What follows belongs to an exercise in optimizing a design on an open flow for small area; a production flow would make more cautious choices. Only simulation tests tie the RTL to the original design; equivalence was not proved. The clock port is modelled as an ideal driver; clocking choices that lean on that would not hold on a real chip. Power figures rest on the tool's default switching activity, not on a simulated workload.

==> job 975 <==
==> flow/design.v <==
`default_nettype none
package l2_pkg;
    localparam int NTIO    = 4;
    localparam int NPOL    = 2;
    localparam int NSECT   = 12;
    localparam int NREGION = 4;
    localparam int NSLOT   = 6;
    localparam int META_W = 64;
    localparam int TRIG_W = 8;
    localparam int SLOT_W = 8;
    localparam int LF_BIT  = 6;
    localparam int AUX_BIT = 7;
    localparam int MASK_LF_LSB = NPOL*NSECT + 2;
    localparam int SECT_BITS = NSECT*NREGION;
endpackage
`default_nettype wire
`default_nettype none
module delay_line #(
    parameter int WIDTH = 1,
    parameter int DEPTH = 1
) (
    input  wire              clk_i,
    input  wire              arst_n_i,
    input  wire  [WIDTH-1:0] d_i,
    output logic [WIDTH-1:0] q_o
);
    logic [WIDTH-1:0] stage_q [DEPTH];
    always_ff @(posedge clk_i or negedge arst_n_i) begin
        if (!arst_n_i) begin
            for (int i = 0; i < DEPTH; i++) begin
                stage_q[i] <= '0;
            end
        end else begin
            stage_q[0] <= d_i;
            for (int i = 1; i < DEPTH; i++) begin
                stage_q[i] <= stage_q[i-1];
            end
        end
    end
    assign q_o = stage_q[DEPTH-1];
endmodule
`default_nettype wire
`default_nettype none
module rf_coincidence
#(
    parameter int NREGION = 4
) (
    input  wire  logic [NREGION-1:0] lo_a_i,
    input  wire  logic [NREGION-1:0] lo_b_i,
    input  wire  logic [NREGION-1:0] hi_a_i,
    input  wire  logic [NREGION-1:0] hi_b_i,
    input  wire  logic               logictype_i,
    input  wire  logic               enable_i,
    output logic                     hit_o
);
    logic [NREGION-1:0] lo, hi, coinc;
    assign lo    = lo_a_i | lo_b_i;
    assign hi    = hi_a_i | hi_b_i;
    assign coinc = logictype_i ? (lo | hi) : (lo & hi);
    assign hit_o = (|coinc) & enable_i;
endmodule
`default_nettype wire
`default_nettype none
module sector_scaler
(
    input  wire  logic                                 clk_i,
    input  wire  logic                                 arst_n_i,
    input  wire  logic [l2_pkg::NPOL*l2_pkg::NSECT-1:0] sector_hit_i,
    output logic [l2_pkg::NPOL*l2_pkg::NSECT-1:0]       leveltwo_o
);
    logic [l2_pkg::NPOL*l2_pkg::NSECT-1:0] hit_q;
    logic [l2_pkg::NPOL*l2_pkg::NSECT-1:0] hit_qq;
    always_ff @(posedge clk_i or negedge arst_n_i) begin
        if (!arst_n_i) begin
            hit_q      <= '0;
            hit_qq     <= '0;
            leveltwo_o <= '0;
        end else begin
            hit_q      <= sector_hit_i;
            hit_qq     <= hit_q;
            leveltwo_o <= hit_q & ~hit_qq;
        end
    end
endmodule
`default_nettype wire
`default_nettype none
module trigger_combiner
(
    input  wire  logic                                   clk_i,
    input  wire  logic                                   arst_n_i,
    input  wire  logic [l2_pkg::NPOL-1:0]                pol_trig_i,
    input  wire  logic [l2_pkg::NTIO*l2_pkg::TRIG_W-1:0] tio_trig_i,
    input  wire  logic                                   rf_en_i,
    input  wire  logic [1:0]                             lf_mask_i,
    input  wire  logic                                   holdoff_i,
    input  wire  logic                                   dead_i,
    output logic [l2_pkg::NPOL-1:0]                      mie_o,
    output logic [1:0]                                   lf_o,
    output logic                                         aux_o,
    output logic                                         trig_o,
    output logic                                         levelthree_o
);
    localparam int POR_LEN = 4;
    localparam int NPOL    = l2_pkg::NPOL;
    localparam int NTIO    = l2_pkg::NTIO;
    localparam int TRIG_W  = l2_pkg::TRIG_W;
    localparam int LF_BIT  = l2_pkg::LF_BIT;
    localparam int AUX_BIT = l2_pkg::AUX_BIT;
    logic [POR_LEN-1:0] por_q;
    logic               por_done;
    logic [NPOL-1:0]    leveltwo_q;
    logic [2:0]         side_d;
    logic [2:0]         side_q;
    logic [2:0]         side_dly;
    logic               trig_q;
    assign por_done = por_q[POR_LEN-1];
    always_comb begin
        side_d[2] = 1'b0;
        for (int t = 0; t < NTIO; t++) begin
            side_d[2] = side_d[2] | tio_trig_i[TRIG_W*t + AUX_BIT];
        end
        side_d[0] = (tio_trig_i[TRIG_W*0 + LF_BIT] | tio_trig_i[TRIG_W*2 + LF_BIT]) & rf_en_i & ~lf_mask_i[0];
        side_d[1] = (tio_trig_i[TRIG_W*1 + LF_BIT] | tio_trig_i[TRIG_W*3 + LF_BIT]) & rf_en_i & ~lf_mask_i[1];
    end
    always_ff @(posedge clk_i or negedge arst_n_i) begin
        if (!arst_n_i) begin
            por_q      <= '0;
            leveltwo_q <= '0;
            side_q     <= '0;
            trig_q     <= 1'b0;
        end else begin
            por_q      <= {por_q[POR_LEN-2:0], 1'b1};
            leveltwo_q <= pol_trig_i & {NPOL{por_done & rf_en_i}};
            side_q     <= side_d;
            trig_q     <= ~holdoff_i & ~dead_i
                          & (side_dly[2] | (|side_dly[1:0]) | (|leveltwo_q));
        end
    end
    delay_line #(
        .WIDTH (3),
        .DEPTH (2)
    ) u_side_dly (
        .clk_i    (clk_i),
        .arst_n_i (arst_n_i),
        .d_i      (side_q),
        .q_o      (side_dly)
    );
    assign trig_o       = trig_q;
    assign levelthree_o = trig_q;
    assign mie_o = leveltwo_q & {NPOL{~holdoff_i}};
    assign lf_o  = side_dly[1:0] & {2{~holdoff_i}};
    assign aux_o = side_dly[2] & ~holdoff_i;
endmodule
`default_nettype wire
`default_nettype none
module leveltwo_top
#(
    parameter int META_DELAY = 4
) (
    input  wire  logic                                    clk_i,
    input  wire  logic                                    arst_n_i,
    input  wire  logic [l2_pkg::NTIO*l2_pkg::TRIG_W-1:0]  tio_trig_i,
    input  wire  logic [l2_pkg::NTIO*l2_pkg::META_W-1:0]  tio_meta_i,
    input  wire  logic                                    holdoff_i,
    input  wire  logic                                    dead_i,
    input  wire  logic                                    logictype_i,
    input  wire  logic                                    rf_en_i,
    input  wire  logic [l2_pkg::MASK_LF_LSB+1:0]          mask_i,
    output logic [l2_pkg::NTIO*l2_pkg::META_W-1:0]        tio_meta_o,
    output logic [l2_pkg::NPOL*l2_pkg::NSECT-1:0]         leveltwo_o,
    output logic [l2_pkg::NPOL-1:0]                       mie_o,
    output logic [1:0]                                    lf_o,
    output logic                                          aux_o,
    output logic                                          levelthree_o,
    output logic                                          trig_o
);
    localparam int NTIO        = l2_pkg::NTIO;
    localparam int NSECT       = l2_pkg::NSECT;
    localparam int NPOL        = l2_pkg::NPOL;
    localparam int NREGION     = l2_pkg::NREGION;
    localparam int NSLOT       = l2_pkg::NSLOT;
    localparam int SLOT_W      = l2_pkg::SLOT_W;
    localparam int META_W      = l2_pkg::META_W;
    localparam int TRIG_W      = l2_pkg::TRIG_W;
    localparam int LF_BIT      = l2_pkg::LF_BIT;
    localparam int AUX_BIT     = l2_pkg::AUX_BIT;
    localparam int MASK_LF_LSB = l2_pkg::MASK_LF_LSB;
    localparam int MW          = NTIO*META_W;
    localparam int NS          = NPOL*NSECT;
    logic [META_DELAY-1:0] por_q;
    always_ff @(posedge clk_i or negedge arst_n_i) begin
        if (!arst_n_i) por_q <= '0;
        else           por_q <= {por_q[META_DELAY-2:0], 1'b1};
    end
    logic [MW-1:0] meta_q [META_DELAY];
    always_ff @(posedge clk_i) begin
        meta_q[0] <= tio_meta_i;
        for (int i = 1; i < META_DELAY; i++) begin
            meta_q[i] <= meta_q[i-1];
        end
    end
    assign tio_meta_o = meta_q[META_DELAY-1] & {MW{por_q[META_DELAY-1]}};
    logic [MW-1:0]   m2, m3;
    logic [NS-1:0]   mask_q;
    logic            logictype_q;
    logic [NS-1:0]   hit_d;
    logic [NS-1:0]   hit_q, hit_qq;
    assign m2 = meta_q[2];
    assign m3 = tio_meta_o;
    always_ff @(posedge clk_i) begin
        mask_q      <= mask_i[NS-1:0];
        logictype_q <= logictype_i;
    end
    for (genvar p = 0; p < NPOL; p++) begin : g_pol
        for (genvar s = 0; s < NSECT; s++) begin : g_sect
            localparam int SH     = (s + 1) % NSECT;
            localparam int LO_LSB = (s < NSLOT)
                ? META_W*((p == 0) ? 0 : 3) + SLOT_W*(NSLOT-1-s)
                : META_W*((p == 0) ? 1 : 2) + SLOT_W*(s-NSLOT);
            localparam int HI_LSB = NREGION + ((SH < NSLOT)
                ? META_W*((p == 0) ? 0 : 3) + SLOT_W*(NSLOT-1-SH)
                : META_W*((p == 0) ? 1 : 2) + SLOT_W*(SH-NSLOT));
            rf_coincidence #(
                .NREGION (NREGION)
            ) u_coinc (
                .lo_a_i      (m2[LO_LSB +: NREGION]),
                .lo_b_i      (m3[LO_LSB +: NREGION]),
                .hi_a_i      (m2[HI_LSB +: NREGION]),
                .hi_b_i      (m3[HI_LSB +: NREGION]),
                .logictype_i (logictype_q),
                .enable_i    (por_q[2] & ~mask_q[NSECT*p + s]),
                .hit_o       (hit_d[NSECT*p + s])
            );
        end
    end
    always_ff @(posedge clk_i) begin
        hit_q  <= hit_d;
        hit_qq <= hit_q;
    end
    always_ff @(posedge clk_i or negedge arst_n_i) begin
        if (!arst_n_i) leveltwo_o <= '0;
        else           leveltwo_o <= hit_q & ~hit_qq & {NS{por_q[0]}};
    end
    logic [NPOL-1:0] pol_trig;
    logic            rf_ok_q;
    logic [2:0]      side_d;
    logic [2:0]      side_q, side_q2, side_q3;
    logic            trig_q;
    always_comb begin
        side_d[2] = 1'b0;
        for (int t = 0; t < NTIO; t++) begin
            side_d[2] = side_d[2] | tio_trig_i[TRIG_W*t + AUX_BIT];
        end
        side_d[0] = (tio_trig_i[TRIG_W*0 + LF_BIT] | tio_trig_i[TRIG_W*2 + LF_BIT]) & rf_en_i & ~mask_i[MASK_LF_LSB];
        side_d[1] = (tio_trig_i[TRIG_W*1 + LF_BIT] | tio_trig_i[TRIG_W*3 + LF_BIT]) & rf_en_i & ~mask_i[MASK_LF_LSB+1];
    end
    always_ff @(posedge clk_i or negedge arst_n_i) begin
        if (!arst_n_i) begin
            rf_ok_q <= 1'b0;
            side_q  <= '0;
            side_q2 <= '0;
            side_q3 <= '0;
            trig_q  <= 1'b0;
        end else begin
            rf_ok_q  <= por_q[META_DELAY-1] & rf_en_i;
            side_q   <= side_d;
            side_q2  <= side_q;
            side_q3  <= side_q2;
            trig_q   <= ~holdoff_i & ~dead_i & ((|side_q3) | (|pol_trig));
        end
    end
    assign pol_trig[0] = (|hit_q[NSECT-1:0])  & rf_ok_q;
    assign pol_trig[1] = (|hit_q[NS-1:NSECT]) & rf_ok_q;
    assign trig_o       = trig_q;
    assign levelthree_o = trig_q;
    assign mie_o        = pol_trig & {NPOL{~holdoff_i}};
    assign lf_o         = side_q3[1:0] & {2{~holdoff_i}};
    assign aux_o        = side_q3[2] & ~holdoff_i;
endmodule
`default_nettype wire
==> flow/flow/run.sh <==
#!/bin/bash
# The standard layout (standard.sh) with buf_1 port buffers, hold repair
# with plain buffers only, and CTS without dummy loads.
set -euo pipefail
export IN_BUF_CELL=sky130_fd_sc_hd__buf_1
export PRE_GLOBAL_PLACE_TCL=$PWD/flow/pre_gpl.tcl
export BUFFER_PORTS_ARGS="-outputs -buffer_cell sky130_fd_sc_hd__buf_1"
export CTS_ARGS="-sink_clustering_enable -repair_clock_nets -dont_use_dummy_load -sink_clustering_size 36 -sink_clustering_max_diameter 100"
export PRE_CTS_TCL=$PWD/flow/no_dly.tcl
export PRE_GLOBAL_ROUTE_TCL=$PWD/flow/no_dly.tcl
export PRE_DETAIL_ROUTE_TCL=$PWD/flow/no_dly.tcl
bash standard.sh finish > standard_flow.log 2>&1
==> flow/flow/no_dly.tcl <==
# repair hold with plain buffers rather than the large delay cells
set_dont_use [get_lib_cells {sky130_fd_sc_hd__dlygate* sky130_fd_sc_hd__clkdlybuf* sky130_fd_sc_hd__dlymetal*}]
==> flow/flow/pre_gpl.tcl <==
# as the timing-driven standard flow does, drop synthesis buffers first
remove_buffers
# start every cell from its smallest drive strength; repair_design and
# repair_timing size up what the timing and slew limits need
set n_down 0
foreach inst [get_cells *] {
  set ref [get_property $inst ref_name]
  if {![regexp {^(sky130_fd_sc_hd__[a-z0-9]+)_([0-9]+)$} $ref -> base drive]} { continue }
  if {$drive <= 1 || [regexp {tap|conb|fill|decap|diode} $base]} { continue }
  foreach d {1 0} {
    set cand [get_lib_cells -quiet "*/${base}_$d"]
    if {[llength $cand] > 0 && ![get_property [lindex $cand 0] dont_use]} {
      replace_cell $inst [lindex $cand 0]
      incr n_down
      break
    }
  }
}
puts "downsized $n_down cells"
# inputs get their own port buffer cell; outputs are buffered by the
# standard buffer_ports call (BUFFER_PORTS_ARGS in run.sh)
buffer_ports -inputs -buffer_cell $::env(IN_BUF_CELL)
==> flow/standard.sh <==
#!/bin/bash
# synth_recipe.tcl (not shown) runs the flow's synth.tcl, then flattens the netlist and writes it again
# the make line also repeats each setting of config.mk as NAME=value (left out here)
make -C /OpenROAD-flow-scripts/flow DESIGN_CONFIG=/design/flow/config.mk WORK_HOME=/design/flow/orfs CLKGATE_MAP_FILE= SYNTH_SCRIPT=/design/flow/synth_recipe.tcl "${@:-finish}"
==> flow/config.mk <==
export PLATFORM = sky130hd
export DESIGN_NAME = leveltwo_top
export DESIGN_NICKNAME = leveltwo_top
export VERILOG_FILES = /design/flow/design.v
export SDC_FILE = /design/flow/constraint.sdc
export NUM_CORES = 4
export LEC_CHECK = 0
export CAP_MARGIN = 10
export CORE_MARGIN = 2
export CORE_UTILIZATION = 72
export GPL_TIMING_DRIVEN = 0
export SLEW_MARGIN = 10
export SYNTH_HIERARCHICAL = 1
==> flow/constraint.sdc <==
create_clock -name core_clock -period 3.0 [get_ports {clk_i}]
set_input_delay 0.6000 -clock core_clock [delete_from_list [all_inputs] [get_ports {clk_i}]]
set_output_delay 0.6000 -clock core_clock [all_outputs]
set_load 0.01 [all_outputs]
==> job 9420: changes against job 975 <==
--- a/flow/design.v
+++ b/flow/design.v
@@ -44,18 +44,69 @@
 module rf_coincidence
-#(
-    parameter int NREGION = 4
-) (
-    input  wire  logic [NREGION-1:0] lo_a_i,
-    input  wire  logic [NREGION-1:0] lo_b_i,
-    input  wire  logic [NREGION-1:0] hi_a_i,
-    input  wire  logic [NREGION-1:0] hi_b_i,
-    input  wire  logic               logictype_i,
-    input  wire  logic               enable_i,
-    output logic                     hit_o
+(
+    input  wire  logic                          clk_i,
+    input  wire  logic                          arst_n_i,
+    input  wire  logic [l2_pkg::META_W-1:0]     meta_rev_i,
+    input  wire  logic [l2_pkg::META_W-1:0]     meta_fwd_i,
+    input  wire  logic [l2_pkg::NSECT-1:0]      sector_mask_i,
+    input  wire  logic                          logictype_i,
+    output logic [l2_pkg::NSECT-1:0]            sector_hit_o,
+    output logic                                pol_trig_o
 );
-    logic [NREGION-1:0] lo, hi, coinc;
-    assign lo    = lo_a_i | lo_b_i;
-    assign hi    = hi_a_i | hi_b_i;
-    assign coinc = logictype_i ? (lo | hi) : (lo & hi);
-    assign hit_o = (|coinc) & enable_i;
+    localparam int NSECT   = l2_pkg::NSECT;
+    localparam int NREGION = l2_pkg::NREGION;
+    localparam int NSLOT   = l2_pkg::NSLOT;
+    localparam int SLOT_W  = l2_pkg::SLOT_W;
+    localparam int SB      = l2_pkg::SECT_BITS;
+    logic [SB-1:0] map_lo_d,     map_hi_d;
+    logic [SB-1:0] map_lo_q,     map_hi_q;
+    logic [SB-1:0] map_lo_qq,    map_hi_qq;
+    logic [SB-1:0] stretch_lo_q, stretch_hi_q;
+    logic [SB-1:0] high_rot;
+    logic [SB-1:0] mask_bits;
+    logic [SB-1:0] coinc_d;
+    logic [SB-1:0] coinc_q;
+    always_comb begin
+        for (int i = 0; i < NSECT; i++) begin
+            if (i < NSLOT) begin
+                map_lo_d[NREGION*i +: NREGION] = meta_rev_i[SLOT_W*(NSLOT-1-i) +: NREGION];
+                map_hi_d[NREGION*i +: NREGION] = meta_rev_i[SLOT_W*(NSLOT-1-i) + NREGION +: NREGION];
+            end else begin
+                map_lo_d[NREGION*i +: NREGION] = meta_fwd_i[SLOT_W*(i-NSLOT) +: NREGION];
+                map_hi_d[NREGION*i +: NREGION] = meta_fwd_i[SLOT_W*(i-NSLOT) + NREGION +: NREGION];
+            end
+        end
+    end
+    assign high_rot = {stretch_hi_q[NREGION-1:0], stretch_hi_q[SB-1:NREGION]};
+    always_comb begin
+        for (int i = 0; i < NSECT; i++) begin
+            mask_bits[NREGION*i +: NREGION] = {NREGION{sector_mask_i[i]}};
+        end
+    end
+    assign coinc_d = (logictype_i ? (stretch_lo_q | high_rot)
+                                  : (stretch_lo_q & high_rot)) & ~mask_bits;
+    always_ff @(posedge clk_i or negedge arst_n_i) begin
+        if (!arst_n_i) begin
+            map_lo_q     <= '0;
+            map_hi_q     <= '0;
+            map_lo_qq    <= '0;
+            map_hi_qq    <= '0;
+            stretch_lo_q <= '0;
+            stretch_hi_q <= '0;
+            coinc_q      <= '0;
+        end else begin
+            map_lo_q     <= map_lo_d;
+            map_hi_q     <= map_hi_d;
+            map_lo_qq    <= map_lo_q;
+            map_hi_qq    <= map_hi_q;
+            stretch_lo_q <= map_lo_q | map_lo_qq;
+            stretch_hi_q <= map_hi_q | map_hi_qq;
+            coinc_q      <= coinc_d;
+        end
+    end
+    always_comb begin
+        for (int i = 0; i < NSECT; i++) begin
+            sector_hit_o[i] = |coinc_q[NREGION*i +: NREGION];
+        end
+    end
+    assign pol_trig_o = |coinc_q;
 endmodule
@@ -222,13 +273,7 @@
                 : META_W*((p == 0) ? 1 : 2) + SLOT_W*(SH-NSLOT));
-            rf_coincidence #(
-                .NREGION (NREGION)
-            ) u_coinc (
-                .lo_a_i      (m2[LO_LSB +: NREGION]),
-                .lo_b_i      (m3[LO_LSB +: NREGION]),
-                .hi_a_i      (m2[HI_LSB +: NREGION]),
-                .hi_b_i      (m3[HI_LSB +: NREGION]),
-                .logictype_i (logictype_q),
-                .enable_i    (por_q[2] & ~mask_q[NSECT*p + s]),
-                .hit_o       (hit_d[NSECT*p + s])
-            );
+            logic [NREGION-1:0] lo, hi, coinc;
+            assign lo    = m2[LO_LSB +: NREGION] | m3[LO_LSB +: NREGION];
+            assign hi    = m2[HI_LSB +: NREGION] | m3[HI_LSB +: NREGION];
+            assign coinc = logictype_q ? (lo | hi) : (lo & hi);
+            assign hit_d[NSECT*p + s] = (|coinc) & por_q[2] & ~mask_q[NSECT*p + s];
         end
@@ -243,4 +288,3 @@
     end
-    logic [NPOL-1:0] pol_trig;
-    logic            rf_ok_q;
+    logic [NPOL-1:0] pol_q;
     logic [2:0]      side_d;
@@ -258,3 +302,3 @@
         if (!arst_n_i) begin
-            rf_ok_q <= 1'b0;
+            pol_q   <= '0;
             side_q  <= '0;
@@ -264,3 +308,4 @@
         end else begin
-            rf_ok_q  <= por_q[META_DELAY-1] & rf_en_i;
+            pol_q[0] <= (|hit_d[NSECT-1:0])  & por_q[META_DELAY-1] & rf_en_i;
+            pol_q[1] <= (|hit_d[NS-1:NSECT]) & por_q[META_DELAY-1] & rf_en_i;
             side_q   <= side_d;
@@ -268,10 +313,8 @@
             side_q3  <= side_q2;
-            trig_q   <= ~holdoff_i & ~dead_i & ((|side_q3) | (|pol_trig));
+            trig_q   <= ~holdoff_i & ~dead_i & ((|side_q3) | (|pol_q));
         end
     end
-    assign pol_trig[0] = (|hit_q[NSECT-1:0])  & rf_ok_q;
-    assign pol_trig[1] = (|hit_q[NS-1:NSECT]) & rf_ok_q;
     assign trig_o       = trig_q;
     assign levelthree_o = trig_q;
-    assign mie_o        = pol_trig & {NPOL{~holdoff_i}};
+    assign mie_o        = pol_q & {NPOL{~holdoff_i}};
     assign lf_o         = side_q3[1:0] & {2{~holdoff_i}};
--- a/flow/flow/run.sh
+++ b/flow/flow/run.sh
@@ -7,3 +7,3 @@
 export BUFFER_PORTS_ARGS="-outputs -buffer_cell sky130_fd_sc_hd__buf_1"
-export CTS_ARGS="-sink_clustering_enable -repair_clock_nets -dont_use_dummy_load -sink_clustering_size 36 -sink_clustering_max_diameter 100"
+export CTS_ARGS="-sink_clustering_enable -repair_clock_nets -dont_use_dummy_load -sink_clustering_size 34 -sink_clustering_max_diameter 70"
 export PRE_CTS_TCL=$PWD/flow/no_dly.tcl
==> flow/flow/pre_gpl.tcl (replaced) <==
# as the timing-driven standard flow does, drop synthesis buffers first
remove_buffers
# inputs get their own port buffer cell; outputs are buffered by the
# standard buffer_ports call (BUFFER_PORTS_ARGS in run.sh)
buffer_ports -inputs -buffer_cell $::env(IN_BUF_CELL)
--- a/flow/config.mk
+++ b/flow/config.mk
@@ -9,5 +9,4 @@
 export CORE_MARGIN = 2
-export CORE_UTILIZATION = 72
+export CORE_UTILIZATION = 70
 export GPL_TIMING_DRIVEN = 0
 export SLEW_MARGIN = 10
-export SYNTH_HIERARCHICAL = 1
==> comparison <==
Job 9420 finished clean. Job 975 completed without violations. Of job 975 and job 9420, job 9420 has the higher flip-flop and latch count (gap 1). Between job 975 and job 9420, the lower area after synthesis is in job 975 (gap about 2.4%, measured against job 9420). Against job 975, the worst hold slack of job 9420 is higher by 0.021 ns. Of job 9420 and job 975, job 9420 has the higher die area (gap about 5%, measured against job 975). Combinational power: job 9420 is higher than job 975 (about 8%). Of job 975 and job 9420, job 975 has the higher core utilization (gap 2.6 points). In job 975 the fmax is higher than in job 9420, by about 2%. Register-to-register slack: job 975 is higher than job 9420 (0.67 ns). Of job 975 and job 9420, job 975 has the higher wire length (gap about 1%, measured against job 9420).

what the ideal ports hide:
The results above use ideal ports. As a check the final layouts listed here were re-extracted and re-timed, cells and wires unchanged. Step 1 sets driving cells, clkbuf_16 on the clock port and buf_2 on the other inputs (assumed; they add their load-dependent delay and slew). Step 2 moves the port delays by t, midway between the first and last clock arrival at a register: inputs arrive t later, outputs are due t later. That takes back most of the time a late clock gives input paths. Slacks: ideal ports / drivers / drivers and shift; pairs: ideal ports / drivers.
run	shift t [ns]	slack for setup (ns)	clock arrival spread, ns	worst register clock-pin slew, ns	worst data-port slew with drivers (ns)
job 975	0.641	0.180 / 0.127 / 0.768	0.045 / 0.045	0.12 / 0.12	0.14
job 9420	0.621	0.125 / 0.125 / 0.125	0.057 / 0.057	0.12 / 0.12	0.13
After both steps every run listed still meets setup and hold.
